What follows belongs to an exercise in optimizing a design on an open flow for small area and a short achievable clock period; a production flow would make more cautious choices. RTL that was checked went through simulation tests only; none was proved equivalent to the original. No functional check of the RTL was part of runs 1 and 2. Power is estimated from default activity; no workload was simulated.

$ cat flow/config.mk
export PLATFORM = sky130hd
export DESIGN_NAME = async_fifo_1clk
export DESIGN_NICKNAME = async_fifo_1clk
export VERILOG_FILES = /design/flow/design.v
export SDC_FILE = /design/flow/constraint.sdc
export NUM_CORES = 4
export LEC_CHECK = 0
export CAP_MARGIN = 20
export CORE_MARGIN = 2
export CORE_UTILIZATION = 45
export CTS_CLUSTER_DIAMETER = 120
export CTS_CLUSTER_SIZE = 22
export SETUP_SLACK_MARGIN = 3.5
export SLEW_MARGIN = 20
$ cat flow/constraint.sdc
create_clock -name core_clock -period 6.0 [get_ports {clk}]
set_input_delay 1.2000 -clock core_clock [delete_from_list [all_inputs] [get_ports {clk}]]
set_output_delay 1.2000 -clock core_clock [all_outputs]
set_load 0.01 [all_outputs]
$ cat flow/design.v
package async_fifo_pkg;
    localparam int DATA_W = 8;
    localparam int ADDR_W = 8;
endpackage
module async_fifo_sync2 #(
    parameter int DEPTH = 3
) (
    input  logic i_clk,
    input  logic i_rst_n,
    input  logic i_d,
    output logic o_q
);
    logic [DEPTH-1:0] r_hist;
    always_ff @(posedge i_clk or negedge i_rst_n) begin
        if (!i_rst_n) r_hist <= '0;
        else          r_hist <= {r_hist[DEPTH-2:0], i_d};
    end
    assign o_q = r_hist[DEPTH-1];
endmodule
module async_fifo (
    input  logic       clk,
    input  logic       rst_n,
    input  logic       winc,
    input  logic [7:0] wdata,
    output logic       wfull,
    output logic       half_full,
    input  logic       rinc,
    output logic [7:0] rdata,
    output logic       rempty,
    output logic       half_empty
);
    logic [7:0]  r_mem [4][64];
    logic [15:0] r_wlo_n;       
    logic [15:0] r_whi_n;       
    logic [3:0]  r_rbank;       
    logic [7:0]  r_rlo [4];     
    logic [7:0]  r_rhi [4];     
    logic [7:0]  r_win [4];     
    logic [8:0]  r_lw;
    logic [8:0]  r_lr;
    logic        r_wfull;       
    logic        r_nfull_i;     
    logic        r_half_full;
    logic        r_nempty;      
    logic        r_empty_i;     
    logic        r_nhalf_empty;
    logic [7:0]  r_rdata;
    logic        w_push;
    logic        w_pop;
    logic        w_pop3;        
    logic        w_push3;       
    logic [8:0]  w_lw_inc;
    logic [8:0]  w_lw_dec;
    logic [8:0]  w_lr_inc;
    logic [8:0]  w_lr_dec;
    logic        w_full_next;
    logic        w_hfull_next;
    logic        w_empty_next;
    logic        w_hempty_next;
    logic [8:0]  w_lw_next;
    logic [8:0]  w_lr_next;
    logic [15:0] w_wsel_hi_n;   
    logic [3:0]  w_head;        
    logic [7:0]  w_win [4];
    logic [7:0]  w_rdata;
    async_fifo_sync2 #(.DEPTH(3)) u_pop_hist (
        .i_clk (clk), .i_rst_n (rst_n), .i_d (w_pop), .o_q (w_pop3)
    );
    async_fifo_sync2 #(.DEPTH(3)) u_push_hist (
        .i_clk (clk), .i_rst_n (rst_n), .i_d (w_push), .o_q (w_push3)
    );
    always_comb begin
        w_push    = winc & r_nfull_i;
        w_lw_inc  = r_lw + 9'd1;
        w_lw_dec  = r_lw - 9'd1;
        if (w_push && !w_pop3)      w_lw_next = w_lw_inc;
        else if (!w_push && w_pop3) w_lw_next = w_lw_dec;
        else                        w_lw_next = r_lw;
        w_full_next = (r_lw == 9'd256 && w_push == w_pop3) ||
                      (r_lw == 9'd255 && w_push && !w_pop3);
        w_hfull_next = (r_lw[8] | r_lw[7]) ? !(r_lw == 9'd128 && !w_push && w_pop3)
                                           : (r_lw == 9'd127 && w_push && !w_pop3);
        w_wsel_hi_n = r_whi_n | {16{~r_nfull_i}};
    end
    always_ff @(posedge clk or negedge rst_n) begin
        if (!rst_n) begin
            r_wlo_n     <= ~16'd1;
            r_whi_n     <= ~16'd1;
            r_lw        <= '0;
            r_wfull     <= 1'b0;
            r_nfull_i   <= 1'b1;
            r_half_full <= 1'b0;
        end else begin
            if (w_push) begin
                r_wlo_n <= {r_wlo_n[14:0], r_wlo_n[15]};
                if (!r_wlo_n[15]) r_whi_n <= {r_whi_n[14:0], r_whi_n[15]};
            end
            r_lw        <= w_lw_next;
            r_wfull     <= w_full_next;
            r_nfull_i   <= ~w_full_next;
            r_half_full <= w_hfull_next;
        end
    end
    always_ff @(posedge clk) begin
        for (int e = 0; e < 256; e++) begin
            if (!w_wsel_hi_n[e >> 4] && !r_wlo_n[e & 15]) r_mem[e & 3][e >> 2] <= wdata;
        end
    end
    always_comb begin
        w_pop     = rinc & ~r_empty_i;
        w_lr_inc  = r_lr + 9'd1;
        w_lr_dec  = r_lr - 9'd1;
        if (w_push3 && !w_pop)      w_lr_next = w_lr_inc;
        else if (!w_push3 && w_pop) w_lr_next = w_lr_dec;
        else                        w_lr_next = r_lr;
        w_empty_next = (r_lr == 9'd0 && w_push3 == w_pop) ||
                       (r_lr == 9'd1 && !w_push3 && w_pop);
        w_hempty_next = (r_lr[8] | r_lr[7]) ? (r_lr == 9'd128 && !w_push3 && w_pop)
                                            : !(r_lr == 9'd127 && w_push3 && !w_pop);
        w_head    = w_pop ? {r_rbank[2:0], r_rbank[3]} : r_rbank;
    end
    always_ff @(posedge clk or negedge rst_n) begin
        if (!rst_n) begin
            r_rbank      <= 4'd1;
            for (int b = 0; b < 4; b++) begin
                r_rlo[b] <= 8'd1;
                r_rhi[b] <= 8'd1;
            end
            r_lr         <= '0;
            r_nempty      <= 1'b0;
            r_empty_i     <= 1'b1;
            r_nhalf_empty <= 1'b0;
        end else begin
            if (w_pop) begin
                r_rbank <= {r_rbank[2:0], r_rbank[3]};
                for (int b = 0; b < 4; b++) begin
                    if (r_rbank[b]) begin
                        r_rlo[b] <= {r_rlo[b][6:0], r_rlo[b][7]};
                        if (r_rlo[b][7]) r_rhi[b] <= {r_rhi[b][6:0], r_rhi[b][7]};
                    end
                end
            end
            r_lr         <= w_lr_next;
            r_nempty      <= ~w_empty_next;
            r_empty_i     <= w_empty_next;
            r_nhalf_empty <= ~w_hempty_next;
        end
    end
    always_comb begin
        for (int b = 0; b < 4; b++) begin
            w_win[b] = '0;
            for (int k = 0; k < 64; k++) begin
                w_win[b] = w_win[b] | (r_mem[b][k] & {8{r_rhi[b][k >> 3] & r_rlo[b][k & 7]}});
            end
        end
        w_rdata = '0;
        for (int b = 0; b < 4; b++) begin
            w_rdata = w_rdata | (r_win[b] & {8{w_head[b]}});
        end
    end
    always_ff @(posedge clk) begin
        for (int b = 0; b < 4; b++) r_win[b] <= w_win[b];
        r_rdata <= w_rdata;
    end
    assign rdata      = r_rdata;
    assign wfull      = r_wfull;
    assign half_full  = r_half_full;
    assign rempty     = ~r_nempty;
    assign half_empty = ~r_nhalf_empty;
endmodule
module async_fifo_1clk (
    input  logic       clk,
    input  logic       rst_n,
    input  logic       winc,
    input  logic [7:0] wdata,
    output logic       wfull,
    output logic       half_full,
    input  logic       rinc,
    output logic [7:0] rdata,
    output logic       rempty,
    output logic       half_empty
);
    async_fifo u_fifo (
        .clk        (clk),
        .rst_n      (rst_n),
        .winc       (winc),
        .wdata      (wdata),
        .wfull      (wfull),
        .half_full  (half_full),
        .rinc       (rinc),
        .rdata      (rdata),
        .rempty     (rempty),
        .half_empty (half_empty)
    );
endmodule
$ cat flow/run.sh
#!/bin/bash
# synth_recipe.tcl (not shown) runs the flow's synth.tcl, then flattens the netlist and writes it again
# the make line also repeats each setting of config.mk as NAME=value (left out here)
make -C /OpenROAD-flow-scripts/flow DESIGN_CONFIG=/design/flow/config.mk WORK_HOME=/design/flow/orfs CLKGATE_MAP_FILE= SYNTH_SCRIPT=/design/flow/synth_recipe.tcl finish
==> results of run 1 <==
## cells by family (layout without fill, tap and decap cells)
logic type / after synthesis / count (layout) / share of synthesized area, %
flops: 2218 / 2218 / 79.6
compound gates: 1295 / 1295 / 11.6
simple gates: 998 / 999 / 5.66
buf+inv: 447 / 606 / 2.19
mux: 43 / 43 / 0.586
xor+xnor: 17 / 17 / 0.181
fa+ha+maj: 14 / 14 / 0.222
other cells: 0 / 3 / 0
## stage by stage
step | hold WS (ns) | instance area (um2) | setup slack [ns]
after global placement | 0.341 | 85900 | 2.00
after floorplan | 0.331 | 82600 | 3.06
after CTS | 0.374 | 91400 | 3.30
after detailed placement | 0.343 | 86000 | 1.91
after global routing | 0.381 | 92300 | 3.19
final | 0.364 | 92300 | 3.20
## power groups by stage
| stage | combinational, mW | clock [mW] | sequential, mW |
|---|---|---|---|
| floorplan | 0.465 | 0 | 18.5 |
| global placement | 1.00 | 0 | 18.6 |
| detailed placement | 1.02 | 0 | 18.6 |
| CTS | 1.06 | 8.50 | 18.3 |
| global route | 1.18 | 9.01 | 18.4 |
| finish | 1.10 | 8.51 | 18.3 |
## worst max-delay path: cells and delay by family (launching register included)
family | cells | cell delay [ns]
AO/OA/AOI/OAI | 2 | 0.85
buffers and inverters | 1 | 0.16
flip-flops | 1 | 0.55
AND/OR/NAND/NOR | 3 | 1.10
## flip-flops by register name, summed over array words and instances (netlist names), 3 cells and up
name and count:
u_fifo.r_win 32, u_fifo.r_wlo_n 16, u_fifo.r_mem 2048, u_fifo.r_lr 9
u_fifo.r_rdata 8, u_fifo.u_push_hist.r_hist 3, u_fifo.r_rlo 32, u_fifo.r_lw 9
u_fifo.r_whi_n 16, u_fifo.r_rhi 32, u_fifo.u_pop_hist.r_hist 3, u_fifo.r_rbank 4
## routing by layer
layer | global-route usage [%] | vias up | wire length, um
li1 | - | 20500 | -
met1 | 42.6 | 26600 | 107000
met2 | 44.9 | 4254 | 126000
met3 | 6.15 | 672 | 37100
met4 | 12.4 | 8 | 14900
met5 | 0.286 | - | 109
## synth_stat cells (5+ instances only)
library cell  number  area [um2]
ha_1              13         163
nor4_1            46         288
edfxtp_1        2048       61500
or4_1             14         105
and3_1            21         131
clkinv_1          22        82.6
o2111ai_1         10        87.6
buf_6              5        56.3
o21ai_0           80         400
xor2_1             7        61.3
clkbuf_1         194         728
a22o_1            90         788
or2b_1             5        37.5
dfstp_2           41        1080
a222oi_1         153        1530
nor2_1           328        1230
dfrtp_1           89        2230
a31oi_1           15        93.8
a2111oi_0          8        70.1
mux2_2            42         473
buf_1            104         390
o22a_1             8        70.1
o211ai_1          16         120
nand2b_1          14        87.6
a21oi_1          148         741
dfxtp_1           40         801
a22oi_1          599        4500
o22ai_1          121         757
a221oi_1          16         140
nand4_1           73         457
xnor2_1           10        87.6
nand3_1          294        1470
inv_1             51         191
nand2_1          158         593
nor3_1            30         150
a211oi_1           9        67.6
buf_2             69         345
## cell type report
class	instances	area, um2
flip-flops and latches	2218	65700
repair buffers	342	3410
inverters	73	373
clock inverters	8	141
well taps	2385	2980
diodes	3	7.51
fillers	14800	90200
multi-input cells	2368	16500
clock buffers	183	3090
## cell usage in the layout, fill, tap and decap left out, drive strengths merged, types with 7 or more instances in the layout
cell	count
a21oi	148
a31oi	15
a221oi	16
a22o	90
a2111oi	9
buf	331
nand3	294
nand2b	14
clkbuf	188
nor3	30
and3	21
a211oi	10
inv	35
nand2	159
or4	14
clkinvlp	22
nor2	328
a22oi	599
o21ai	80
ha	13
o211ai	16
a222oi	153
o22a	8
dfstp	41
edfxtp	2048
o2111ai	10
o22ai	121
xor2	7
nor4	46
dfxtp	40
mux2	42
dfrtp	89
clkinv	23
nand4	73
xnor2	10
## worst max path at each step
stage	endpoint	slack (ns)	cells past startpoint
after floorplan	u_fifo.r_lw[8]$_DFFE_PN0P_	3.06	12
after global placement	u_fifo.r_rdata[4]$_DFF_P_	2.00	7
after detailed placement	u_fifo.r_rdata[1]$_DFF_P_	1.91	7
after CTS	u_fifo.r_win[2][1]$_DFF_P_	3.30	6
after global routing	u_fifo.r_win[2][1]$_DFF_P_	3.19	6
final	u_fifo.r_win[2][1]$_DFF_P_	3.20	6
## what timing repair did
action / 4_1_cts / 5_1_grt
gates cloned: 5 / 5
setup buffers: 76 / 39
pin swaps: 51 / 58
endpoints found under the setup margin: 1277 / 315
resized for setup: 421 / 114
==> metrics.cfg, run 1 <==
[outcome]
outcome=no timing/DRC/antenna violations

[global_routing]
gr-total-overflow=0
grt_pass1_vias=48400
antenna_found_initial=8
grt_max_degree=168
track_usage_pct=29.9
grt_pass1_wl_mm=392

[layout]
nNetsFinal=5140
drive_gt1_share_pct=17.5
stdcell_count=7580
finish.utilization_pct=50.6
syn_to_final_growth_pct=11.9

[routing]
drtIter0Drc=10400
ant_nets=0
vias_per_cell=6.86
first_pass_iters=10
wirelength_mm=285
vias=52000
wl_per_cell_um=37.6
drcViolationCount=0

[sta]
setup_violations=0
finalCritPeriodShare_pct=46.7
skew_ns=0.0566
slew-limit-headroom_pct=13.3
maxSlewViolCount=0
fmax_ghz=0.357
grt_setup_unrepaired=true
hold_violations=0
fin_tns_setup_ns=0
fin_crit_ns=2.80
worst_pin_slew_ns=1.30

[logic_synthesis]
syn_nets=5058
synth_area_mm2=0.0825
synth.distinct_cells=61
synth_edf_count=2048
synth-seq-cells=2218
synth_flop_cell=edfxtp_1
syn_inst=5032
async_flop_share_pct=5.86
syn_avg_cell_area_um2=16.4
yosys_warnings=7
ys_seq_area_share_pct=79.6

[placement]
port_buffers=23
place.gp.congestion=0.930
dp_cells=7261
dp_hpwl_mm=168

[floorplanning]
fp.dieH_um=432
dieWidth_um=432
row_count=157
ios=24
die_area_mm2=0.187
start_util_pct=45.2
core_mm2=0.182

[power_and_ir_drop]
switching_share_pct=21.7
p_total_mw=27.9
power_density_mw_per_mm2=302
p_leak_nw=30.8
sequentialPowerShare_pct=65.6
clockPowerShare_pct=30.5
p_comb_share_pct=3.9
p_int_mw=21.8
irDropWorstVdd_mv=0.244
switchingPower_mw=6.07

[worst_setup_path]
startpoint=u_fifo.r_rhi[2][4]$_DFFE_PN0P_
worstPathRequired_ns=6.68
slowest_delay_ns=0.60
r2r_setup_slack_ns=3.20
crit_slowest_cell=a222oi_1
crit_path_max_fanout=4
cp.arrival_ns=3.48
critical_path_class=reg -> reg
ff2ff_path_depth=6
cp-end-kind=register
crit_chain=buf_12 > a222oi_1 > o22ai_2 > nor3_2 > nand4_1 > or4b_4
reg2reg_to=u_fifo.r_win[2][1]$_DFF_P_
r2r_start=u_fifo.r_rhi[2][4]$_DFFE_PN0P_
crit_path_start_kind=register

[min_path]
hold_end=u_fifo.u_pop_hist.r_hist[2]$_DFF_PN0_
hold_depth=0
hold_class=reg -> reg
hold_path_startpoint=u_fifo.u_pop_hist.r_hist[1]$_DFF_PN0_

[job]
maxCapViolCount=0

[clock_network]
ctsRootBufferMaster=clkbuf_16
insertion_delay_ns=0.81
ctsLongestPathBuffers=3
cts_tree=yes
htree_levels=3
hold_buffers=0
cts.sinks=2218
path_clk_slew_ns=0.09
numCtsBuffers=111

==> run 2: changes to the inputs <==
--- a/flow/config.mk
+++ b/flow/config.mk
@@ -9,3 +9,3 @@
 export CORE_MARGIN = 2
-export CORE_UTILIZATION = 45
+export CORE_UTILIZATION = 55
 export CTS_CLUSTER_DIAMETER = 120
==> run 2 against run 1 <==
Still clean on timing, DRC and antenna. Combinational power hardly changed. Synthesized cell count unchanged. Setup slack worse by 0.012 ns. Maximum frequency down 0.44%. First-iteration DRC count down 1.2%. Sequential share of layout area up 0.55 points. Critical endpoint is now u_fifo.r_mem[40][7]$_DFFE_PP_. Highest routed layer unchanged.
==> metrics.cfg, run 2 <==
[routing]
first_pass_iters=9  ; -1
wirelength_mm=285  ; -0.23%
drcViolationCount=0  ; unchanged
vias_per_cell=7.25  ; +5.6%
wl_per_cell_um=39.5  ; +5.0%
vias=52200  ; +0.32%
ant_nets=0  ; unchanged
drtIter0Drc=10300  ; -1.2%

[logic_synthesis]
yosys_warnings=7  ; unchanged
synth_edf_count=2048  ; unchanged
synth_commonest_cells=2,048 x edfxtp_1, 599 x a22oi_1, 328 x nor2_1, 294 x nand3_1, 194 x clkbuf_1
synthAdderAreaFrac_pct=0.222  ; unchanged
synth_flop_cell=edfxtp_1
synth_top_family_by_area=compound AO/OA/AOI/OAI gates
synth-seq-cells=2218  ; unchanged
syn_inst=5032  ; unchanged
yosys.area.top_type_share_pct=74.6  ; unchanged
synth.distinct_cells=61  ; unchanged
synth_compound_area_share_pct=11.6  ; unchanged
synth_area_mm2=0.0825  ; unchanged
async_flop_share_pct=5.86  ; unchanged
synth_top_area_cell=edfxtp_1
synth-simple-area-share_pct=5.66  ; unchanged
syn_avg_cell_area_um2=16.4  ; unchanged
synth_xor_area_share_pct=0.181  ; unchanged
synth_area_leaders=edfxtp_1 75%, a22oi_1 5.5%, dfrtp_1 2.7%
yosysMostFrequentCell=edfxtp_1
syn_nets=5058  ; unchanged
ys_seq_area_share_pct=79.6  ; unchanged
muxShareOfSynthArea_pct=0.586  ; unchanged

[floorplanning]
core_mm2=0.149  ; -18%
die_area_mm2=0.153  ; -18%
ios=24  ; unchanged
dieWidth_um=391  ; -9.5%
row_count=142  ; -9.6%
fp.dieH_um=391  ; -9.5%
start_util_pct=55.2  ; +10 points

[sta]
setup_violations=0  ; unchanged
worst_slack_ns=3.19  ; -0.0125 ns
fin_crit_ns=2.81  ; +0.0125 ns
slew-limit-headroom_pct=8.43  ; -4.8 points
fin_tns_setup_ns=0  ; unchanged
skew_ns=0.0321  ; -0.0245 ns
finalCritPeriodShare_pct=46.9  ; +0.21 points
fmax_ghz=0.355  ; -0.44%
hold_violations=0  ; unchanged
maxSlewViolCount=0  ; unchanged
worst_pin_slew_ns=1.37  ; +0.0727 ns
fin_hold_ws_ns=0.348  ; -0.0163 ns
grt_setup_unrepaired=true

[worst_setup_path]
r2r_start=u_fifo.r_nfull_i$_DFF_PN1_
worstPathRequired_ns=6.45  ; -0.23 ns
crit_path_max_fanout=16  ; +12
crit_path_start_kind=register
critical_path_class=reg -> reg
reg2reg_to=u_fifo.r_mem[40][7]$_DFFE_PP_
cp-end-kind=register
r2r_setup_slack_ns=3.19  ; about the same
ff2ff_path_depth=4  ; -2
cp.arrival_ns=3.26  ; -0.22 ns

[global_routing]
grt_pass1_vias=47600  ; -1.6%
antenna_found_initial=9  ; +1
grt_max_degree=165  ; -1.8%
grt_pass1_wl_mm=389  ; -0.89%
track_usage_pct=36.7  ; +6.8 points
gr-total-overflow=0  ; unchanged

[job]
maxCapViolCount=0  ; unchanged

[layout]
drive_gt1_share_pct=16.7  ; -0.74 points
fin_area_mm2=0.0916  ; -0.79%
nFillCells=11000  ; -26%
layout_commonest_cell=edfxtp_1
stdcell_count=7202  ; -5.0%
layout_common_cells=2,048 x edfxtp_1, 599 x a22oi_1, 287 x nand3_1, 237 x buf_4, 163 x nor2_1
top_register=u_fifo.r_mem
largest_register_ffs=2048  ; unchanged
syn_to_final_growth_pct=11.0
nNetsFinal=5138  ; -0.039%
finish.utilization_pct=61.3  ; +11 points

[outcome]
outcome=no timing/DRC/antenna violations

[placement]
place_area_mm2=0.0855  ; -0.62%
pre_cts_ws_ns=2.21  ; +0.298 ns
dp_hpwl_mm=165  ; -1.2%
port_buffers=23  ; unchanged
place.gp.congestion=0.928  ; -0.20%
dp_cells=6884  ; -5.2%

[min_path]
hold_depth=0  ; unchanged
hold_class=reg -> reg
hold_path_startpoint=u_fifo.u_pop_hist.r_hist[1]$_DFF_PN0_
hold_end=u_fifo.u_pop_hist.r_hist[2]$_DFF_PN0_

[power_and_ir_drop]
irDropWorstVdd_mv=0.257  ; +5.3%
p_leak_nw=30.7  ; -0.35%
power_density_mw_per_mm2=303  ; about the same
p_total_mw=27.7  ; -0.70%

[clock_network]
cts_tree=yes
numCtsBuffers=110  ; -0.90%
path_clk_slew_ns=0.09  ; about the same
ctsRootBufferMaster=clkbuf_16
htree_levels=3  ; unchanged
ctsLongestPathBuffers=3  ; unchanged
cts.sinks=2218  ; unchanged
insertion_delay_ns=0.77  ; -0.04 ns
hold_buffers=0  ; unchanged

## run 2: how the worst max path moves through the flow
stage | from | endpoint | slack, ns | cells after the start
after floorplan | winc | u_fifo.r_lw[8]$_DFFE_PN0P_ | 3.06 | 12
after global placement | rinc | u_fifo.r_rdata[3]$_DFF_P_ | 2.32 | 7
after detailed placement | rinc | u_fifo.r_rdata[3]$_DFF_P_ | 2.21 | 7
after CTS | u_fifo.r_nfull_i$_DFF_PN1_ | u_fifo.r_mem[40][6]$_DFFE_PP_ | 3.28 | 4
after global routing | u_fifo.r_nfull_i$_DFF_PN1_ | u_fifo.r_mem[1][0]$_DFFE_PP_ | 3.24 | 4
final | u_fifo.r_nfull_i$_DFF_PN1_ | u_fifo.r_mem[40][7]$_DFFE_PP_ | 3.19 | 4
## run 2: routing by layer
layer  vias to the layer above  track usage, %  share of wire [%]
met5                         -               0              0.028
met4                        14            14.9                4.7
met3                       649            8.05                 13
met2                      4357            54.4                 45
met1                     26700            53.2                 37
li1                      20500               -                  -
## run 2: critical path: stages, from the launching register on
cell,delay (ns)
dfstp_4,0.65
buf_12,0.15
nand2b_2,0.69
nor2_1,0.67
buf_4,0.33
## run 2: area by class of cell
cell class                      count  area, um2  area share (%)
Antenna cell                        3       7.51         0.00820
Clock buffer                      182       3090            3.37
Clock inverter                      1       30.0          0.0328
Inverter                           73        370           0.405
Multi-Input combinational cell   2368      16400            17.9
Sequential cell                  2218      65700            71.8
Tap cell                         2016       2520            2.76
Timing Repair Buffer              341       3430            3.75
## run 2: power by group
group | total (mW) | switching, mW | leakage [nW] | internal, mW
registers | 18.3 | 0.363 | 23.5 | 17.9
logic | 1.09 | 0.780 | 5.69 | 0.308
clock network | 8.33 | 4.77 | 1.49 | 3.56
total | 27.7 | 5.92 | 30.7 | 21.8
## run 2: logic make-up after synthesis
group,count (synthesis)
xor gates and xnor gates,17
DFF,2218
AOI/OAI and AO/OA,1295
muxes,43
buffers and inverters,447
and+or+nand+nor,998
adders and majority gates,14
## run 2: timing repair
action	in CTS	in global routing
gates cloned	2	3
pin swaps	40	44
setup endpoints to repair	1544	703
gates resized for setup	381	133
buffers inserted	97	28
==> run 3: changes to the inputs <==
--- a/flow/design.v
+++ b/flow/design.v
@@ -37,3 +37,4 @@
     logic [7:0]  r_rhi [4];     
-    logic [7:0]  r_win [4];     
+    logic [7:0]  r_win [4][2];  
+    logic [3:0]  r_whalf;       
     logic [8:0]  r_lw;
@@ -63,3 +64,3 @@
     logic [3:0]  w_head;        
-    logic [7:0]  w_win [4];
+    logic [7:0]  w_win [4][2];
     logic [7:0]  w_rdata;
@@ -150,5 +151,8 @@
         for (int b = 0; b < 4; b++) begin
-            w_win[b] = '0;
-            for (int k = 0; k < 64; k++) begin
-                w_win[b] = w_win[b] | (r_mem[b][k] & {8{r_rhi[b][k >> 3] & r_rlo[b][k & 7]}});
+            for (int h = 0; h < 2; h++) begin
+                w_win[b][h] = '0;
+                for (int j = 0; j < 32; j++) begin
+                    w_win[b][h] = w_win[b][h] |
+                        (r_mem[b][32*h + j] & {8{r_rhi[b][4*h + (j >> 3)] & r_rlo[b][j & 7]}});
+                end
             end
@@ -157,3 +161,3 @@
         for (int b = 0; b < 4; b++) begin
-            w_rdata = w_rdata | (r_win[b] & {8{w_head[b]}});
+            w_rdata = w_rdata | ((r_whalf[b] ? r_win[b][1] : r_win[b][0]) & {8{w_head[b]}});
         end
@@ -161,3 +165,7 @@
     always_ff @(posedge clk) begin
-        for (int b = 0; b < 4; b++) r_win[b] <= w_win[b];
+        for (int b = 0; b < 4; b++) begin
+            r_win[b][0] <= w_win[b][0];
+            r_win[b][1] <= w_win[b][1];
+            r_whalf[b]  <= |r_rhi[b][7:4];
+        end
         r_rdata <= w_rdata;
--- a/flow/config.mk
+++ b/flow/config.mk
@@ -9,6 +9,6 @@
 export CORE_MARGIN = 2
-export CORE_UTILIZATION = 55
+export CORE_UTILIZATION = 45
 export CTS_CLUSTER_DIAMETER = 120
 export CTS_CLUSTER_SIZE = 22
-export SETUP_SLACK_MARGIN = 3.5
+export SETUP_SLACK_MARGIN = 3.3
 export SLEW_MARGIN = 20
==> run 3 against run 2 <==
Via count is 10% lower. Global-route usage decreased by 13 points. Non-clock buffer count shrank 199. Largest cell class unchanged.
==> metrics.cfg, run 3 <==
[outcome]
outcome=no timing/DRC/antenna violations

[sta]
fin_crit_ns=2.78  ; -0.0369 ns
fin_hold_ws_ns=0.342  ; -0.00582 ns
hold_violations=0  ; unchanged
setup_violations=0  ; unchanged
slew-limit-headroom_pct=18.2  ; +9.8 points
worst_pin_slew_ns=1.23  ; -0.146 ns
fin_tns_setup_ns=0  ; unchanged
finalCritPeriodShare_pct=46.3  ; -0.62 points
grt_setup_unrepaired=true
skew_ns=0.0425  ; +0.0104 ns
fmax_ghz=0.360  ; +1.3%
maxSlewViolCount=0  ; unchanged

[worst_setup_path]
crit_path_max_fanout=36  ; +20
cp.arrival_ns=3.46  ; +0.20 ns
reg2reg_to=u_fifo.r_win[4][0]$_DFF_P_
r2r_start=u_fifo.r_rlo[2][0]$_DFFE_PN1P_
ff2ff_path_depth=5  ; +1
critical_path_class=reg -> reg
worstPathRequired_ns=6.68  ; +0.23 ns
startpoint=u_fifo.r_rlo[2][0]$_DFFE_PN1P_
cp-end-kind=register
crit_path_start_kind=register
r2r_setup_slack_ns=3.22  ; +0.04 ns

[logic_synthesis]
yosys_warnings=7  ; unchanged
synth_xor_area_share_pct=0.177  ; -0.0032 points
synthAdderAreaFrac_pct=0.218  ; -0.0040 points
ys_seq_area_share_pct=79.0  ; -0.57 points
yosys.area.top_type_share_pct=73.2  ; -1.3 points
synth_commonest_cells=2,048 x edfxtp_1, 614 x a22oi_1, 350 x a22o_1, 265 x nor2_1, 263 x nand2_1
synth_edf_count=2048  ; unchanged
yosysMostFrequentCell=edfxtp_1
synth_top_area_cell=edfxtp_1
synth_compound_area_share_pct=12.4  ; +0.80 points
synth-simple-area-share_pct=4.42  ; -1.2 points
syn_avg_cell_area_um2=16.9  ; +3.3%
synth.distinct_cells=70  ; +15%
syn_nets=4986  ; -1.4%
synth_area_mm2=0.0840  ; +1.8%
syn_inst=4960  ; -1.4%
synth_area_leaders=edfxtp_1 73%, a22oi_1 5.5%, a22o_1 3.7%
synth_flop_cell=edfxtp_1
async_flop_share_pct=5.77  ; -0.094 points
muxShareOfSynthArea_pct=1.67  ; +1.1 points
synth-seq-cells=2254  ; +1.6%
synth_top_family_by_area=compound AO/OA/AOI/OAI gates

[min_path]
hold_end=u_fifo.u_push_hist.r_hist[2]$_DFF_PN0_
hold_class=reg -> reg
hold_path_startpoint=u_fifo.u_push_hist.r_hist[1]$_DFF_PN0_
hold_depth=0  ; unchanged

[layout]
drive_gt1_share_pct=10.8  ; -6.0 points
top_register=u_fifo.r_mem
largest_register_ffs=2048  ; unchanged
layout_commonest_cell=edfxtp_1
syn_to_final_growth_pct=7.48
layout_common_cells=2,048 x edfxtp_1, 614 x a22oi_1, 350 x a22o_1, 263 x nand2_1, 193 x nor2_1
largestRegisters=u_fifo.r_mem (2048), u_fifo.r_win (64)
nNetsFinal=4849  ; -5.6%
nFillCells=15600  ; +42%

[clock_network]
path_clk_slew_ns=0.09  ; about the same
insertion_delay_ns=0.80  ; +0.03 ns
htree_levels=3  ; unchanged
hold_buffers=0  ; unchanged
cts.sinks=2254  ; +1.6%
ctsRootBufferMaster=clkbuf_16
cts_tree=yes
numCtsBuffers=112  ; +1.8%
ctsLongestPathBuffers=3  ; unchanged

[floorplanning]
row_count=158  ; +11%
dieWidth_um=436  ; +11%
fp.dieH_um=436  ; +11%
core_mm2=0.185  ; +24%
start_util_pct=45.3  ; -9.9 points
die_area_mm2=0.190  ; +24%
ios=24  ; unchanged

[routing]
first_pass_iters=8  ; -1
drcViolationCount=0  ; unchanged
wirelength_mm=230  ; -19%
vias_per_cell=6.35  ; -12%
ant_nets=0  ; unchanged
wl_per_cell_um=31.2  ; -21%
vias=46800  ; -10%
drtIter0Drc=6563  ; -36%

[power_and_ir_drop]
p_int_mw=21.9  ; +0.71%
irDropWorstVdd_mv=0.274  ; +6.8%
sequentialPowerShare_pct=66.4  ; +0.4 points
p_leak_nw=32.1  ; +4.6%
clockPowerShare_pct=30.1  ; about the same
power_density_mw_per_mm2=308  ; +1.9%
p_total_mw=27.8  ; +0.46%
switching_share_pct=21.2  ; -0.19 points
p_comb_share_pct=3.5  ; -0.4 points
switchingPower_mw=5.89  ; -0.43%

[placement]
place.gp.congestion=0.833  ; -10%
port_buffers=23  ; unchanged
dp_hpwl_mm=134  ; -19%

[global_routing]
grt_pass1_vias=45500  ; -4.4%
antenna_found_initial=1  ; -8
grt_max_degree=141  ; -15%
gr-total-overflow=0  ; unchanged
track_usage_pct=23.7  ; -13 points
grt_pass1_wl_mm=333  ; -14%

[job]
maxCapViolCount=0  ; unchanged

==> run 3: critical path, stage by stage (launching register included) <==
cell       delay, ns
dfstp_2         1.16
buf_4           0.59
a22oi_1         0.17
a21boi_0        0.25
a2111oi_0       0.13
nand3_1         0.33
==> run 3: area by class of cell <==
cell class,count,area (um2),area share [%]
clock inverters,7,98.8,0.110
clock buffers,178,3070,3.40
multi-input cells,2264,16100,17.9
repair buffers,142,1270,1.40
flip-flops and latches,2254,66400,73.6
well taps,2480,3100,3.44
diodes,1,2.50,0.00277
inverters,49,191,0.212
==> run 3: power by group through the flow <==
stage / Combinational (mW) / Clock [mW] / Sequential (mW)
after global placement: 0.929 / 0 / 18.8
after detailed placement: 0.954 / 0 / 18.8
after global routing: 1.05 / 8.99 / 18.6
after floorplan: 0.503 / 0 / 18.7
final: 0.969 / 8.38 / 18.5
after CTS: 0.959 / 8.47 / 18.5
==> run 3: timing repair <==
action / in CTS / in global routing
pin swaps: 0 / 4
endpoints found under the setup margin: 480 / 230
gates resized for setup: 110 / 30
buffers inserted: 4 / 4
==> run 3: kinds of logic after synthesis <==
kind of cell	Yosys count
compound gates	1284
xor+xnor	17
fa+ha+maj	14
buf+inv	442
flops	2254
mux	126
simple gates	823
==> run 3: through the flow <==
step	cell area, um2	util [%]	cells	worst slack, ns
4_1_cts	90100	48.6	7369	3.18
3_3_place_gp	86800	46.8	7178	2.01
5_1_grt	90200	48.7	7374	3.10
3_5_place_dp	86800	46.8	7180	1.98
6_report	90300	48.7	7375	3.22
2_1_floorplan	84000	-	4960	2.81
==> run 3: routing by layer <==
metal / up-vias / track usage (%) / share of wire [%]
li1: 19700 / - / -
met1: 24500 / 34.4 / 42
met2: 2298 / 37.8 / 47
met3: 301 / 3.38 / 7.9
met4: 0 / 5.99 / 2.6
met5: - / 0 / 0
==> run 3: worst max-delay path by stage <==
stage | to | cells after the start
global route | u_fifo.r_lw[8]$_DFFE_PN0P_ | 11
floorplan | u_fifo.r_lw[8]$_DFFE_PN0P_ | 12
global placement | u_fifo.r_lw[8]$_DFFE_PN0P_ | 11
CTS | u_fifo.r_lw[8]$_DFFE_PN0P_ | 11
detailed placement | u_fifo.r_lw[8]$_DFFE_PN0P_ | 11
finish | u_fifo.r_win[4][0]$_DFF_P_ | 5
==> run 4: changes to the inputs <==
--- a/flow/config.mk
+++ b/flow/config.mk
@@ -12,3 +12,3 @@
 export CTS_CLUSTER_SIZE = 22
-export SETUP_SLACK_MARGIN = 3.3
+export SETUP_SLACK_MARGIN = 3.5
 export SLEW_MARGIN = 20
==> run 4 against run 3 <==
Count of clock-buffer cells in the layout grew 15. Largest power group unchanged. Maximum frequency grew 5.4%. Largest cell class unchanged. Total power grew 0.37%.
==> metrics.cfg, run 4 <==
[layout]
top_register=u_fifo.r_mem
drive_gt1_share_pct=13.2  ; +2.5 points
nNetsFinal=4858  ; +0.19%
layout_common_cells=2,048 x edfxtp_1, 613 x a22oi_1, 350 x a22o_1, 263 x nand2_1, 151 x nor2_2
largestRegisters=u_fifo.r_mem (2048), u_fifo.r_win (64)
syn_to_final_growth_pct=8.30
stdcell_count=7397  ; +0.30%
largest_register_ffs=2048  ; unchanged
layout_commonest_cell=edfxtp_1

[clock_network]
ctsRootBufferMaster=clkbuf_16
insertion_delay_ns=0.79  ; about the same
ctsLongestPathBuffers=3  ; unchanged
cts.sinks=2254  ; unchanged
hold_buffers=0  ; unchanged
htree_levels=3  ; unchanged
cts_tree=yes
numCtsBuffers=112  ; unchanged
path_clk_slew_ns=0.09  ; about the same

[global_routing]
grt_pass1_vias=45300  ; -0.38%
antenna_found_initial=3  ; +2
grt_max_degree=164  ; +16%
grt_pass1_wl_mm=333  ; +0.22%
gr-total-overflow=0  ; unchanged
track_usage_pct=23.8  ; +0.071 points

[sta]
fmax_ghz=0.379  ; +5.4%
slew-limit-headroom_pct=22.4  ; +4.2 points
worst_pin_slew_ns=1.16  ; -0.0679 ns
setup_violations=0  ; unchanged
finalCritPeriodShare_pct=43.9  ; -2.4 points
skew_ns=0.0409  ; -0.00162 ns
grt_setup_unrepaired=true
fin_tns_setup_ns=0  ; unchanged
fin_crit_ns=2.64  ; -0.141 ns
maxSlewViolCount=0  ; unchanged
hold_violations=0  ; unchanged

[power_and_ir_drop]
power_density_mw_per_mm2=307  ; -0.39%
p_leak_nw=32.4  ; +0.71%
irDropWorstVdd_mv=0.264  ; -3.9%
p_total_mw=27.9  ; +0.37%

[logic_synthesis]
yosysMostFrequentCell=edfxtp_1
syn_nets=4986  ; unchanged
synth-seq-cells=2254  ; unchanged
synth_edf_count=2048  ; unchanged
syn_avg_cell_area_um2=16.9  ; unchanged
yosys.area.top_type_share_pct=73.2  ; unchanged
synth.distinct_cells=70  ; unchanged
synth_commonest_cells=2,048 x edfxtp_1, 614 x a22oi_1, 350 x a22o_1, 265 x nor2_1, 263 x nand2_1
ys_seq_area_share_pct=79.0  ; unchanged
async_flop_share_pct=5.77  ; unchanged
yosys_warnings=7  ; unchanged
synth_flop_cell=edfxtp_1
synth_area_mm2=0.0840  ; unchanged
synth_area_leaders=edfxtp_1 73%, a22oi_1 5.5%, a22o_1 3.7%
synth_top_area_cell=edfxtp_1
syn_inst=4960  ; unchanged

[floorplanning]
core_mm2=0.185  ; unchanged
row_count=158  ; unchanged
fp.dieH_um=436  ; unchanged
die_area_mm2=0.190  ; unchanged
start_util_pct=45.3  ; unchanged
dieWidth_um=436  ; unchanged
ios=24  ; unchanged

[routing]
ant_nets=0  ; unchanged
vias=47100  ; +0.67%
wl_per_cell_um=31.4  ; +0.46%
drcViolationCount=0  ; unchanged
vias_per_cell=6.37  ; +0.37%
first_pass_iters=8  ; unchanged
drtIter0Drc=6490  ; -1.1%
wirelength_mm=232  ; +0.76%

[outcome]
outcome=no timing/DRC/antenna violations

[worst_setup_path]
crit_path_start_kind=register
cp.arrival_ns=1.44  ; -2.02 ns
worstPathRequired_ns=4.80  ; -1.88 ns
crit_path_max_fanout=1  ; -97%
cp-end-kind=output pin
critical_path_class=reg -> out

[job]
maxCapViolCount=0  ; unchanged

[placement]
dp_hpwl_mm=134  ; +0.40%
place.gp.congestion=0.839  ; +0.78%
port_buffers=23  ; unchanged
dp_cells=7176  ; -0.056%

[min_path]
hold_class=reg -> reg

## run 4: cell types whose count changed in the layout (fill, tap and decap cells not counted), moves of 8 or more
cell / before / now
buf_6: 7 / 23
nor2_4: 0 / 18
nor2_1: 193 / 96
nor2_2: 72 / 151
clkbuf_1: 65 / 78
dfrtp_2: 30 / 22
dfrtp_4: 1 / 10
## run 4: area by class of cell
class	count	area [um2]
antenna	3	7.51
clock buffer	193	3170
clock inverter	3	45.0
fill	15500	94500
inverter	49	196
multi-input combinational	2265	16500
sequential	2254	66400
tap	2480	3100
timing repair buffer	150	1450
## run 4: cell families after synthesis
group / after synthesis / synth area share [%]
AOI/OAI and AO/OA: 1284 / 12.4
xor gates and xnor gates: 17 / 0.177
adders and majority gates: 14 / 0.218
buffers and inverters: 442 / 2.13
DFF: 2254 / 79.0
muxes: 126 / 1.67
and+or+nand+nor: 823 / 4.42
## run 4: worst paths after layout
check / from / endpoint / cells after the start / slack (ns)
max: u_fifo.r_nhalf_empty$_DFF_PN0_ / half_empty / 2 / 3.36
max in group asynchronous: rst_n / u_fifo.r_rlo[0][1]$_DFFE_PN0P_ / 2 / 4.30
min: u_fifo.u_pop_hist.r_hist[0]$_DFF_PN0_ / u_fifo.u_pop_hist.r_hist[1]$_DFF_PN0_ / 0 / 0.37
min reg2reg: u_fifo.u_pop_hist.r_hist[0]$_DFF_PN0_ / u_fifo.u_pop_hist.r_hist[1]$_DFF_PN0_ / 0 / 0.37
max reg2reg: u_fifo.r_nfull_i$_DFF_PN1_ / u_fifo.r_mem[69][3]$_DFFE_PP_ / 5 / 3.37
min in group asynchronous: rst_n / u_fifo.r_rhi[3][7]$_DFFE_PN0P_ / 1 / 0.49
## run 4: what timing repair did
| item | in CTS | in global routing |
|---|---|---|
| setup endpoints to repair | 1285 | 392 |
| endpoints found under the hold margin | 0 | 0 |
| pin swaps | 3 | 6 |
| resized for setup | 233 | 75 |
| buffers inserted | 5 | 16 |
| gates cloned | 0 | 1 |
## run 4: per-layer routing
metal  part of all wire (%)  global-route usage, %  wire (um)
met1                     42                   34.7      97000
met2                     48                   38.1     110000
met3                    8.1                   3.09      18700
met4                    2.6                   5.65       6030
met5                      0                      0          0
## run 4: critical path: stages, from the launching register on
cell and delay [ns]:
dfrtp_1 0.41, inv_4 0.12, buf_6 0.12
## run 4: per-stage QoR
step	utilization (%)	setup slack (ns)	hold WS (ns)	cell area [um2]
global route	49.0	3.32	0.385	90900
floorplan	-	2.81	0.331	84100
finish	49.0	3.36	0.369	90900
global placement	46.8	1.95	0.343	86800
detailed placement	46.8	1.94	0.335	86800
CTS	48.8	3.23	0.368	90500
## run 4: where the power goes
part	internal, mW	leakage (nW)	switching [mW]
combinational	0.309	6.98	0.707
sequential	18.1	23.9	0.368
clock	3.61	1.53	4.83
total	22.0	32.4	5.90
==> run 5: changes to the inputs <==
--- a/flow/design.v
+++ b/flow/design.v
@@ -42,3 +42,3 @@
     logic        r_wfull;       
-    logic        r_nfull_i;     
+    logic        r_full_i;      
     logic        r_half_full;
@@ -73,3 +73,3 @@
     always_comb begin
-        w_push    = winc & r_nfull_i;
+        w_push    = winc & ~r_full_i;
         w_lw_inc  = r_lw + 9'd1;
@@ -83,3 +83,3 @@
                                            : (r_lw == 9'd127 && w_push && !w_pop3);
-        w_wsel_hi_n = r_whi_n | {16{~r_nfull_i}};
+        w_wsel_hi_n = r_whi_n | {16{r_full_i}};
     end
@@ -91,3 +91,3 @@
             r_wfull     <= 1'b0;
-            r_nfull_i   <= 1'b1;
+            r_full_i    <= 1'b0;
             r_half_full <= 1'b0;
@@ -100,3 +100,3 @@
             r_wfull     <= w_full_next;
-            r_nfull_i   <= ~w_full_next;
+            r_full_i    <= (w_lw_next == 9'd256);
             r_half_full <= w_hfull_next;
--- a/flow/config.mk
+++ b/flow/config.mk
@@ -12,3 +12,3 @@
 export CTS_CLUSTER_SIZE = 22
-export SETUP_SLACK_MARGIN = 3.5
+export SETUP_SLACK_MARGIN = 3.4
 export SLEW_MARGIN = 20
==> run 5 against run 4 <==
Still clean. Global-route usage increased by 0.17 points. Sequential share of layout area rose by 0.79 points. Maximum frequency down 0.14%. First-iteration DRC count up 2.2%. Final area shrank 1.1%. Critical path type is now reg -> reg. Critical endpoint is now u_fifo.r_mem[135][3]$_DFFE_PP_. Largest cell class unchanged. Largest power group unchanged. Highest routed layer is now met5.
==> metrics.cfg, run 5 <==
[clock_network]
ctsRootBufferMaster=clkbuf_16
htree_levels=3  ; unchanged
numCtsBuffers=112  ; unchanged
insertion_delay_ns=0.79  ; about the same
ctsLongestPathBuffers=3  ; unchanged
cts_tree=yes
cts.sinks=2254  ; unchanged
path_clk_slew_ns=0.09  ; about the same

[sta]
finalCritPeriodShare_pct=44.0  ; +0.063 points
maxSlewViolCount=0  ; unchanged
worst_slack_ns=3.36  ; -0.00380 ns
hold_violations=0  ; unchanged
fmax_ghz=0.379  ; -0.14%
skew_ns=0.0320  ; -0.00888 ns
fin_crit_ns=2.64  ; +0.00380 ns
worst_pin_slew_ns=1.21  ; +0.0532 ns
slew-limit-headroom_pct=19.2  ; -3.3 points
fin_tns_setup_ns=0  ; unchanged
setup_violations=0  ; unchanged
grt_setup_unrepaired=true

[logic_synthesis]
syn_nets=4992  ; +0.12%
synth_area_leaders=edfxtp_1 73%, a22oi_1 5.4%, a22o_1 3.5%
async_flop_share_pct=5.77  ; unchanged
synth_commonest_cells=2,048 x edfxtp_1, 599 x a22oi_1, 338 x a22o_1, 297 x nand2_1, 280 x clkbuf_1
synth_edf_count=2048  ; unchanged
syn_inst=4969  ; +0.18%
ys_seq_area_share_pct=79.2  ; +0.26 points
yosysMostFrequentCell=edfxtp_1
syn_avg_cell_area_um2=16.8  ; -0.51%
synth_top_area_cell=edfxtp_1
synth_area_mm2=0.0837  ; -0.33%
synth-seq-cells=2254  ; unchanged
synth.distinct_cells=74  ; +5.7%
yosys_warnings=7  ; unchanged
synth_flop_cell=edfxtp_1
yosys.area.top_type_share_pct=73.5  ; +0.24 points

[placement]
dp_hpwl_mm=133  ; -0.90%
port_buffers=23  ; unchanged
pre_cts_ws_ns=1.97  ; +0.0273 ns
dp_cells=7176  ; unchanged
place.gp.congestion=0.844  ; +0.55%

[layout]
stdcell_count=7393  ; -0.054%
drive_gt1_share_pct=9.19  ; -4.0 points
nNetsFinal=4844  ; -0.29%
largestRegisters=u_fifo.r_mem (2048), u_fifo.r_win (64)
layout_common_cells=2,048 x edfxtp_1, 599 x a22oi_1, 338 x a22o_1, 296 x nand2_1, 258 x nor2_1
nFillCells=15500  ; +0.039%
syn_to_final_growth_pct=7.46
largest_register_ffs=2048  ; unchanged
top_register=u_fifo.r_mem
layout_commonest_cell=edfxtp_1

[global_routing]
track_usage_pct=23.9  ; +0.17 points
met3_usage_pct=3.69  ; +0.60 points
grt_use_met2_pct=38.1  ; +0.065 points
grt_max_degree=161  ; -1.8%
gr-total-overflow=0  ; unchanged
grt-busiest-layer=met2
grt_pass1_wl_mm=334  ; +0.22%
grt_pass1_vias=45200  ; -0.14%
grtUsageMet1_pct=34.5  ; -0.20 points
antenna_found_initial=6  ; +3

[job]
maxCapViolCount=0  ; unchanged

[worst_setup_path]
crit_path_start_kind=register
crit_chain=buf_12 > or2_2 > nor2_1
cp-end-kind=register
slowest_delay_ns=0.96  ; +0.55 ns
crit_path_max_fanout=16  ; +15
critical_path_class=reg -> reg
worstPathRequired_ns=6.38  ; +1.58 ns
crit_slowest_cell=nor2_1
cp.arrival_ns=3.02  ; +1.58 ns
worst-path-buf-inv=1  ; -1
critPathTopFamily=simple AND/OR/NAND/NOR gates

[routing]
ant_nets=0  ; unchanged
vias=47000  ; -0.15%
first_pass_iters=9  ; +1
wirelength_mm=233  ; +0.33%
vias_per_cell=6.36  ; -0.10%
wl_per_cell_um=31.5  ; +0.39%
drtIter0Drc=6631  ; +2.2%
drcViolationCount=0  ; unchanged

[floorplanning]
start_util_pct=45.2  ; -0.053 points
fp.dieH_um=435  ; -0.16%
dieWidth_um=435  ; -0.16%
row_count=158  ; unchanged
core_mm2=0.185  ; -0.21%
ios=24  ; unchanged
die_area_mm2=0.189  ; -0.33%

[power_and_ir_drop]
power_density_mw_per_mm2=309  ; +0.62%
irDropWorstVdd_mv=0.228  ; -13%
p_leak_nw=31.8  ; -1.7%

[min_path]
hold_class=reg -> reg

[outcome]
outcome=no timing/DRC/antenna violations

==> run 5: cell types whose count changed in the layout (fill, tap and decap cells not counted), sizes merged, moves of 5 or more <==
cell,previous run,this run
nor2,265,272
a22oi,614,599
clkbuf,194,199
a22o,350,338
nand2b,15,6
mux2,93,69
or2b,6,0
a21oi,35,45
nand2,269,300
or2,10,24
a221oi,43,51
o22ai,16,24
buf,148,122
==> run 5: per-stage QoR <==
stage	cell area, um2	util [%]	total power, mW	hold slack (ns)
after floorplan	83700	-	19.0	0.331
after global placement	86400	46.7	19.5	0.333
after detailed placement	86400	46.7	19.6	0.335
after CTS	89800	48.5	27.9	0.355
after global routing	89900	48.6	28.6	0.365
final	89900	48.6	27.8	0.356
==> run 5: area by class of cell <==
class / count / area, um2 / area share (%)
Timing Repair Buffer: 124 / 1160 / 1.29
Inverter: 54 / 208 / 0.231
Sequential cell: 2254 / 66400 / 73.8
Tap cell: 2480 / 3100 / 3.45
Multi-Input combinational cell: 2275 / 15800 / 17.5
Antenna cell: 3 / 7.51 / 0.00835
Clock inverter: 4 / 56.3 / 0.0626
Clock buffer: 199 / 3240 / 3.60
==> run 5: routing by layer <==
layer / vias to the layer above / share of wire [%]
li1: 19700 / -
met1: 24600 / 41
met2: 2401 / 47
met3: 316 / 8.3
met4: 6 / 2.9
met5: - / 0.017
==> run 5: where the power goes <==
part | internal, mW | switching, mW | leakage, nW
sequential | 18.1 | 0.383 | 23.9
clock | 3.71 | 4.85 | 1.57
combinational | 0.187 | 0.570 | 6.39
total | 22.0 | 5.80 | 31.8
==> run 5: timing repair <==
action,4_1_cts,5_1_grt
endpoints found under the hold margin,0,0
hold buffers,0,0
buffers inserted,2,5
resized for setup,81,21
setup endpoints to repair,150,51
pin swaps,1,4
==> run 5: final timing paths <==
check                                                        from                                     end  slack, ns  depth (start not counted)
max in group asynchronous                                   rst_n          u_fifo.r_rlo[2][3]$_DFFE_PN0P_       4.32                          2
min                        u_fifo.u_push_hist.r_hist[1]$_DFF_PN0_  u_fifo.u_push_hist.r_hist[2]$_DFF_PN0_       0.36                          0
max reg2reg                             u_fifo.r_full_i$_DFF_PN0_          u_fifo.r_mem[135][3]$_DFFE_PP_       3.36                          3
min in group asynchronous                                   rst_n          u_fifo.r_rhi[0][1]$_DFFE_PN0P_       0.44                          1
min reg2reg                u_fifo.u_push_hist.r_hist[1]$_DFF_PN0_  u_fifo.u_push_hist.r_hist[2]$_DFF_PN0_       0.36                          0
max                                     u_fifo.r_full_i$_DFF_PN0_          u_fifo.r_mem[135][3]$_DFFE_PP_       3.36                          3
==> run 5: logic make-up (layout without fill, tap and decap cells) <==
| kind of cell | after synthesis | in the layout | synth area share [%] |
|---|---|---|---|
| AO/OA/AOI/OAI | 1290 | 1290 | 12.5 |
| XOR/XNOR | 16 | 16 | 0.194 |
| adder cells (fa/ha/maj) | 11 | 11 | 0.164 |
| buffers and inverters | 440 | 381 | 2.06 |
| flip-flops | 2254 | 2254 | 79.2 |
| multiplexers | 102 | 102 | 1.32 |
| other | 0 | 3 | 0 |
| AND/OR/NAND/NOR | 856 | 856 | 4.54 |
==> run 5: worst reg2reg max path: stages (launching register included) <==
cell and delay (ns):
dfrtp_2 0.49, buf_12 0.16, or2_2 0.60, nor2_1 0.98
==> run 6: changes to the inputs <==
--- a/flow/config.mk
+++ b/flow/config.mk
@@ -12,3 +12,3 @@
 export CTS_CLUSTER_SIZE = 22
-export SETUP_SLACK_MARGIN = 3.4
+export SETUP_SLACK_MARGIN = 3.6
 export SLEW_MARGIN = 20
==> run 6 against run 5 <==
Still clean. Clock skew rose by 0.022 ns. Register-to-register slack improved by 0.24 ns. Synthesized cell count stayed put. Final area is 1.3% higher. Count of clock-buffer cells in the layout up 1. Core utilization up 0.65 points. Die area unchanged. Sequential cell count did not move. Critical path type is now reg -> out. Critical endpoint is now half_full.
==> metrics.cfg, run 6 <==
[layout]
nNetsFinal=4875  ; +0.64%
largest_register_ffs=2048  ; unchanged
syn_to_final_growth_pct=8.90
finish.utilization_pct=49.3  ; +0.65 points
drive_gt1_share_pct=14.4  ; +5.2 points
largestRegisters=u_fifo.r_mem (2048), u_fifo.r_win (64)
top_register=u_fifo.r_mem
layout_commonest_cell=edfxtp_1
layout_common_cells=2,048 x edfxtp_1, 599 x a22oi_1, 338 x a22o_1, 295 x nand2_1, 226 x nor2_2

[global_routing]
grt_max_degree=159  ; -1.2%
gr-total-overflow=0  ; unchanged
grt_pass1_vias=44700  ; -1.1%
grt_pass1_wl_mm=333  ; -0.43%
antenna_found_initial=2  ; -4
track_usage_pct=23.9  ; about the same

[worst_setup_path]
cp.arrival_ns=1.46  ; -1.56 ns
crit_slowest_cell=dfrtp_2
reg2reg_to=u_fifo.r_win[0][6]$_DFF_P_
worstPathRequired_ns=4.80  ; -1.58 ns
startpoint=u_fifo.r_half_full$_DFF_PN0_
critical_path_class=reg -> out
critPathTopFamily=flip-flops
worst-path-buf-inv=1  ; unchanged
crit_chain=buf_6
ff2ff_path_depth=5  ; +2
cp-end-kind=output pin
critPathCapture=half_full
r2r_start=u_fifo.r_rlo[0][5]$_DFFE_PN0P_
r2r_setup_slack_ns=3.60  ; +0.24 ns
crit_path_max_fanout=1  ; -15
slowest_delay_ns=0.50  ; -0.46 ns
cp.depth=1  ; -2
crit_path_start_kind=register

[logic_synthesis]
synth_top_area_cell=edfxtp_1
ys_seq_area_share_pct=79.2  ; unchanged
syn_nets=4992  ; unchanged
async_flop_share_pct=5.77  ; unchanged
synth_area_leaders=edfxtp_1 73%, a22oi_1 5.4%, a22o_1 3.5%
synth_flop_cell=edfxtp_1
synth-seq-cells=2254  ; unchanged
synth_commonest_cells=2,048 x edfxtp_1, 599 x a22oi_1, 338 x a22o_1, 297 x nand2_1, 280 x clkbuf_1
syn_inst=4969  ; unchanged
synth_edf_count=2048  ; unchanged
syn_avg_cell_area_um2=16.8  ; unchanged
yosys_warnings=7  ; unchanged
yosysMostFrequentCell=edfxtp_1
yosys.area.top_type_share_pct=73.5  ; unchanged
synth_area_mm2=0.0837  ; unchanged
synth.distinct_cells=74  ; unchanged

[sta]
fin_tns_setup_ns=0  ; unchanged
fin_crit_ns=2.66  ; +0.0229 ns
maxSlewViolCount=0  ; unchanged
worst_pin_slew_ns=1.04  ; -0.170 ns
grt_setup_unrepaired=true
skew_ns=0.0541  ; +0.0221 ns
fmax_ghz=0.376  ; -0.86%
slew-limit-headroom_pct=30.5  ; +11 points
finalCritPeriodShare_pct=44.4  ; +0.38 points
hold_violations=0  ; unchanged
setup_violations=0  ; unchanged

[clock_network]
numCtsBuffers=113  ; +0.89%
htree_levels=3  ; unchanged
cts_tree=yes
cts.sinks=2254  ; unchanged
path_clk_slew_ns=0.09  ; about the same
ctsLongestPathBuffers=3  ; unchanged
ctsRootBufferMaster=clkbuf_16
hold_buffers=0  ; unchanged
insertion_delay_ns=0.80  ; about the same

[floorplanning]
dieWidth_um=435  ; unchanged
core_mm2=0.185  ; unchanged
fp.dieH_um=435  ; unchanged
ios=24  ; unchanged
row_count=158  ; unchanged
die_area_mm2=0.189  ; unchanged
start_util_pct=45.2  ; unchanged

[routing]
drtIter0Drc=7027  ; +6.0%
wl_per_cell_um=31.6  ; +0.30%
ant_nets=0  ; unchanged
first_pass_iters=7  ; -2
wirelength_mm=234  ; +0.73%
vias=47100  ; +0.23%
vias_per_cell=6.35  ; -0.20%
drcViolationCount=0  ; unchanged

[outcome]
outcome=no timing/DRC/antenna violations

[placement]
port_buffers=23  ; unchanged
dp_hpwl_mm=133  ; -0.14%
place.gp.congestion=0.843  ; about the same

[min_path]
hold_class=reg -> reg

[power_and_ir_drop]
p_leak_nw=32.3  ; +1.5%
power_density_mw_per_mm2=305  ; -1.2%
irDropWorstVdd_mv=0.287  ; +26%

[job]
maxCapViolCount=0  ; unchanged

## run 6: cell counts after synthesis
No cell type changed its count.
## run 6: through the flow
stage | instance area [um2] | total power [mW] | setup slack [ns] | std cells | hold WS (ns)
finish | 91100 | 27.8 | 3.34 | 7425 | 0.361
global placement | 86400 | 19.5 | 1.97 | 7177 | 0.334
floorplan | 83800 | 19.1 | 2.89 | 4969 | 0.331
global route | 91100 | 28.6 | 3.28 | 7425 | 0.363
CTS | 90700 | 27.9 | 3.29 | 7406 | 0.361
detailed placement | 86500 | 19.6 | 1.92 | 7180 | 0.339
## run 6: repair_timing
action / 4_1_cts / 5_1_grt
endpoints found under the hold margin: 0 / 0
pin swaps: 7 / 9
setup endpoints to repair: 1438 / 458
gates resized for setup: 298 / 79
buffers inserted: 19 / 17
## run 6: worst min path at each step
stage	startpoint	endpoint	depth (start not counted)
2_1_floorplan	u_fifo.u_pop_hist.r_hist[0]$_DFF_PN0_	u_fifo.u_pop_hist.r_hist[1]$_DFF_PN0_	0
4_1_cts	u_fifo.u_pop_hist.r_hist[1]$_DFF_PN0_	u_fifo.u_pop_hist.r_hist[2]$_DFF_PN0_	0
3_5_place_dp	u_fifo.u_pop_hist.r_hist[1]$_DFF_PN0_	u_fifo.u_pop_hist.r_hist[2]$_DFF_PN0_	0
5_1_grt	u_fifo.u_pop_hist.r_hist[1]$_DFF_PN0_	u_fifo.u_pop_hist.r_hist[2]$_DFF_PN0_	0
6_report	u_fifo.u_pop_hist.r_hist[0]$_DFF_PN0_	u_fifo.u_pop_hist.r_hist[1]$_DFF_PN0_	0
3_3_place_gp	u_fifo.u_pop_hist.r_hist[1]$_DFF_PN0_	u_fifo.u_pop_hist.r_hist[2]$_DFF_PN0_	0
## run 6: cell type report
class	instances	area, um2
Inverter	54	209
Multi-Input combinational cell	2275	16400
Timing Repair Buffer	154	1610
Antenna cell	1	2.50
Clock inverter	7	153
Sequential cell	2254	66500
Fill cell	15500	93900
Clock buffer	200	3200
Tap cell	2480	3100
## run 6: logic make-up after synthesis
| logic type | count (synthesis) | synth area share, % |
|---|---|---|
| xor+xnor | 16 | 0.194 |
| flops | 2254 | 79.2 |
| buf+inv | 440 | 2.06 |
| compound gates | 1290 | 12.5 |
| fa+ha+maj | 11 | 0.164 |
| simple gates | 856 | 4.54 |
| mux | 102 | 1.32 |
## run 6: power by group
part / internal, mW / switching, mW / leakage, nW / total (mW)
registers: 18.1 / 0.380 / 23.9 / 18.5
clock network: 3.67 / 4.92 / 1.58 / 8.59
logic: 0.196 / 0.588 / 6.84 / 0.784
total: 22.0 / 5.89 / 32.3 / 27.8
## run 6: metal layers
metal,routed length (um),part of all wire [%],vias up,track usage (%)
met5,0,0,-,0
met4,7220,3.1,0,7.34
met3,19500,8.3,304,3.26
met2,111000,48,2437,37.9
met1,96200,41,24600,34.6
li1,-,-,19800,-
==> run 7: changes to the inputs <==
--- a/flow/config.mk
+++ b/flow/config.mk
@@ -10,5 +10,5 @@
 export CORE_UTILIZATION = 45
-export CTS_CLUSTER_DIAMETER = 120
-export CTS_CLUSTER_SIZE = 22
-export SETUP_SLACK_MARGIN = 3.6
+export CTS_CLUSTER_DIAMETER = 100
+export CTS_CLUSTER_SIZE = 30
+export SETUP_SLACK_MARGIN = 3.5
 export SLEW_MARGIN = 20
==> run 7 against run 6 <==
Sequential cell count did not move. First-iteration DRC count fell by 6.4%. Still clean. Clock power fell by 13%. Cell count fell by 1.2%. Critical path type unchanged.
==> metrics.cfg, run 7 <==
[placement]
port_buffers=23  ; unchanged
dp_cells=7171  ; -0.13%
place.gp.congestion=0.818  ; -2.9%
dp_hpwl_mm=132  ; -0.29%
place_area_mm2=0.0864  ; about the same

[floorplanning]
die_area_mm2=0.189  ; unchanged
row_count=158  ; unchanged
dieWidth_um=435  ; unchanged
ios=24  ; unchanged
core_mm2=0.185  ; unchanged
start_util_pct=45.2  ; unchanged
fp.dieH_um=435  ; unchanged

[clock_network]
htree_levels=3  ; unchanged
numCtsBuffers=85  ; -25%
insertion_delay_ns=0.77  ; -0.03 ns
cts_tree=yes
path_clk_slew_ns=0.12  ; +0.03 ns
ctsLongestPathBuffers=3  ; unchanged
cts.sinks=2254  ; unchanged
ctsRootBufferMaster=clkbuf_16

[power_and_ir_drop]
irDropWorstVdd_mv=0.260  ; -9.4%
p_leak_nw=31.5  ; -2.4%
power_density_mw_per_mm2=299  ; -2.3%

[worst_setup_path]
cp-end-kind=output pin
crit_chain=buf_6
worst-path-buf-inv=1  ; unchanged
crit_path_max_fanout=1  ; unchanged
crit_slowest_cell=dfrtp_2
critPathTopFamily=flip-flops
slowest_delay_ns=0.51  ; about the same
crit_path_start_kind=register
cp.arrival_ns=1.45  ; about the same
worstPathRequired_ns=4.80  ; about the same
critical_path_class=reg -> out

[layout]
finish.utilization_pct=48.3  ; -0.94 points
layout_commonest_cell=edfxtp_1
syn_to_final_growth_pct=6.82
stdcell_count=7337  ; -1.2%
nNetsFinal=4815  ; -1.2%
layout_common_cells=2,048 x edfxtp_1, 599 x a22oi_1, 338 x a22o_1, 295 x nand2_1, 223 x nor2_1
top_register=u_fifo.r_mem
largest_register_ffs=2048  ; unchanged
drive_gt1_share_pct=9.47  ; -4.9 points
largestRegisters=u_fifo.r_mem (2048), u_fifo.r_win (64)
fin_area_mm2=0.0894  ; -1.9%

[logic_synthesis]
syn_nets=4992  ; unchanged
ys_seq_area_share_pct=79.2  ; unchanged
async_flop_share_pct=5.77  ; unchanged
synth_area_leaders=edfxtp_1 73%, a22oi_1 5.4%, a22o_1 3.5%
syn_avg_cell_area_um2=16.8  ; unchanged
synth-seq-cells=2254  ; unchanged
yosysMostFrequentCell=edfxtp_1
yosys_warnings=7  ; unchanged
synth_area_mm2=0.0837  ; unchanged
yosys.area.top_type_share_pct=73.5  ; unchanged
synth_edf_count=2048  ; unchanged
synth_top_area_cell=edfxtp_1
synth_commonest_cells=2,048 x edfxtp_1, 599 x a22oi_1, 338 x a22o_1, 297 x nand2_1, 280 x clkbuf_1
synth.distinct_cells=74  ; unchanged
syn_inst=4969  ; unchanged
synth_flop_cell=edfxtp_1

[global_routing]
grt_pass1_wl_mm=331  ; -0.66%
gr-total-overflow=0  ; unchanged
antenna_found_initial=4  ; +2
grt_max_degree=144  ; -9.4%
grt_pass1_vias=44500  ; -0.44%
track_usage_pct=23.8  ; -0.16 points

[sta]
grt_setup_unrepaired=true
fmax_ghz=0.377  ; +0.43%
fin_tns_setup_ns=0  ; unchanged
maxSlewViolCount=0  ; unchanged
hold_violations=0  ; unchanged
fin_crit_ns=2.65  ; -0.0113 ns
finalCritPeriodShare_pct=44.2  ; -0.19 points
setup_violations=0  ; unchanged
fin_hold_ws_ns=0.364  ; +0.00391 ns
worst_pin_slew_ns=1.14  ; +0.0956 ns
slew-limit-headroom_pct=23.9  ; -6.7 points
skew_ns=0.0396  ; -0.0145 ns

[routing]
drcViolationCount=0  ; unchanged
wl_per_cell_um=31.9  ; +1.1%
drtIter0Drc=6576  ; -6.4%
first_pass_iters=7  ; unchanged
vias=46900  ; -0.61%
wirelength_mm=234  ; -0.12%
vias_per_cell=6.39  ; +0.58%
ant_nets=0  ; unchanged

[job]
maxCapViolCount=0  ; unchanged

[min_path]
hold_class=reg -> reg

[outcome]
outcome=no timing/DRC/antenna violations

[run 7: cell counts after synthesis]
No cell type changed its count.
[run 7: cell families (layout without fill, tap and decap cells)]
group           after synthesis  in the layout  synth area share (%)
compound gates             1290           1290                  12.5
xor+xnor                     16             16                 0.194
fa+ha+maj                    11             11                 0.164
buf+inv                     440            327                  2.06
flops                      2254           2254                  79.2
mux                         102            102                  1.32
other cells                   0              1                     0
simple gates                856            856                  4.54
[run 7: final cells by class]
type / instances / area (um2)
diodes: 1 / 2.50
flip-flops and latches: 2254 / 66400
repair buffers: 122 / 1310
fillers: 15500 / 95600
well taps: 2480 / 3100
clock buffers: 145 / 2390
multi-input cells: 2275 / 15900
inverters: 54 / 205
clock inverters: 6 / 78.8
[run 7: layer usage]
layer | global-route usage [%] | wire [um]
met1 | 34.1 | 95700
met5 | 0 | 13
met4 | 7.08 | 7570
met3 | 3.53 | 19500
met2 | 37.8 | 111000
[run 7: power breakdown]
group          internal [mW]  switching, mW  leakage (nW)  total [mW]
sequential              18.1          0.382          23.9        18.5
clock                   2.80           4.65          1.18        7.45
combinational          0.192          0.586          6.46       0.778
[run 7: worst paths after layout]
path / from / endpoint / slack (ns) / cells past startpoint
hold reg to reg: u_fifo.u_push_hist.r_hist[0]$_DFF_PN0_ / u_fifo.u_push_hist.r_hist[1]$_DFF_PN0_ / 0.36 / 0
hold / removal: u_fifo.u_push_hist.r_hist[0]$_DFF_PN0_ / u_fifo.u_push_hist.r_hist[1]$_DFF_PN0_ / 0.36 / 0
min in group asynchronous: rst_n / u_fifo.r_rhi[0][3]$_DFFE_PN0P_ / 0.46 / 1
setup reg to reg: u_fifo.r_rlo[3][4]$_DFFE_PN0P_ / u_fifo.r_win[6][3]$_DFF_P_ / 3.46 / 5
setup / recovery: u_fifo.r_wfull$_DFF_PN0_ / wfull / 3.35 / 1
max in group asynchronous: rst_n / u_fifo.r_rlo[3][1]$_DFFE_PN0P_ / 4.33 / 2
[run 7: what timing repair did]
| item | 4_1_cts | 5_1_grt |
|---|---|---|
| pin swaps | 4 | 6 |
| endpoints found under the setup margin | 544 | 214 |
| resized for setup | 127 | 42 |
| hold buffers | 0 | 0 |
| buffers inserted | 5 | 8 |
| cloned | 0 | 0 |
[run 7: per-stage QoR]
step | power [mW] | worst slack, ns
after global placement | 19.5 | 2.07
final | 26.7 | 3.35
after detailed placement | 19.6 | 1.98
after floorplan | 19.1 | 2.89
after CTS | 26.7 | 3.32
after global routing | 27.4 | 3.32

[what the ideal ports hide]
The flow's constraints put no driver on any port. The routed layouts listed below were extracted and timed again, unchanged, in two steps. Step 1 assumes that a clkbuf_16 drives the clock port and a buf_2 every other input. Step 2 also shifts input and output timing later by t, the mid clock arrival at the registers, as if the neighbouring blocks saw the same clock. Slacks: ideal ports / drivers / drivers and shift; pairs: ideal ports / drivers.
| run | t (ns) | slack for setup (ns) | worst slew at a driven data input, ns |
|---|---|---|---|
| run 1 | 0.877 | 3.198 / 3.198 / 2.577 | 0.17 |
| run 2 | 0.843 | 3.186 / 3.186 / 2.713 | 0.05 |
| run 3 | 0.863 | 3.222 / 3.222 / 2.482 | 0.16 |
| run 4 | 0.851 | 3.364 / 3.279 / 2.695 | 0.13 |
| run 5 | 0.865 | 3.360 / 3.274 / 2.660 | 0.18 |
| run 6 | 0.878 | 3.337 / 3.239 / 2.861 | 0.11 |
| run 7 | 0.841 | 3.348 / 3.264 / 2.752 | 0.14 |
After both steps setup and hold are still met in every run listed. The setup slack of run 3, which loses most, moves by 0.000 ns with the drivers and by -0.740 ns with both steps.
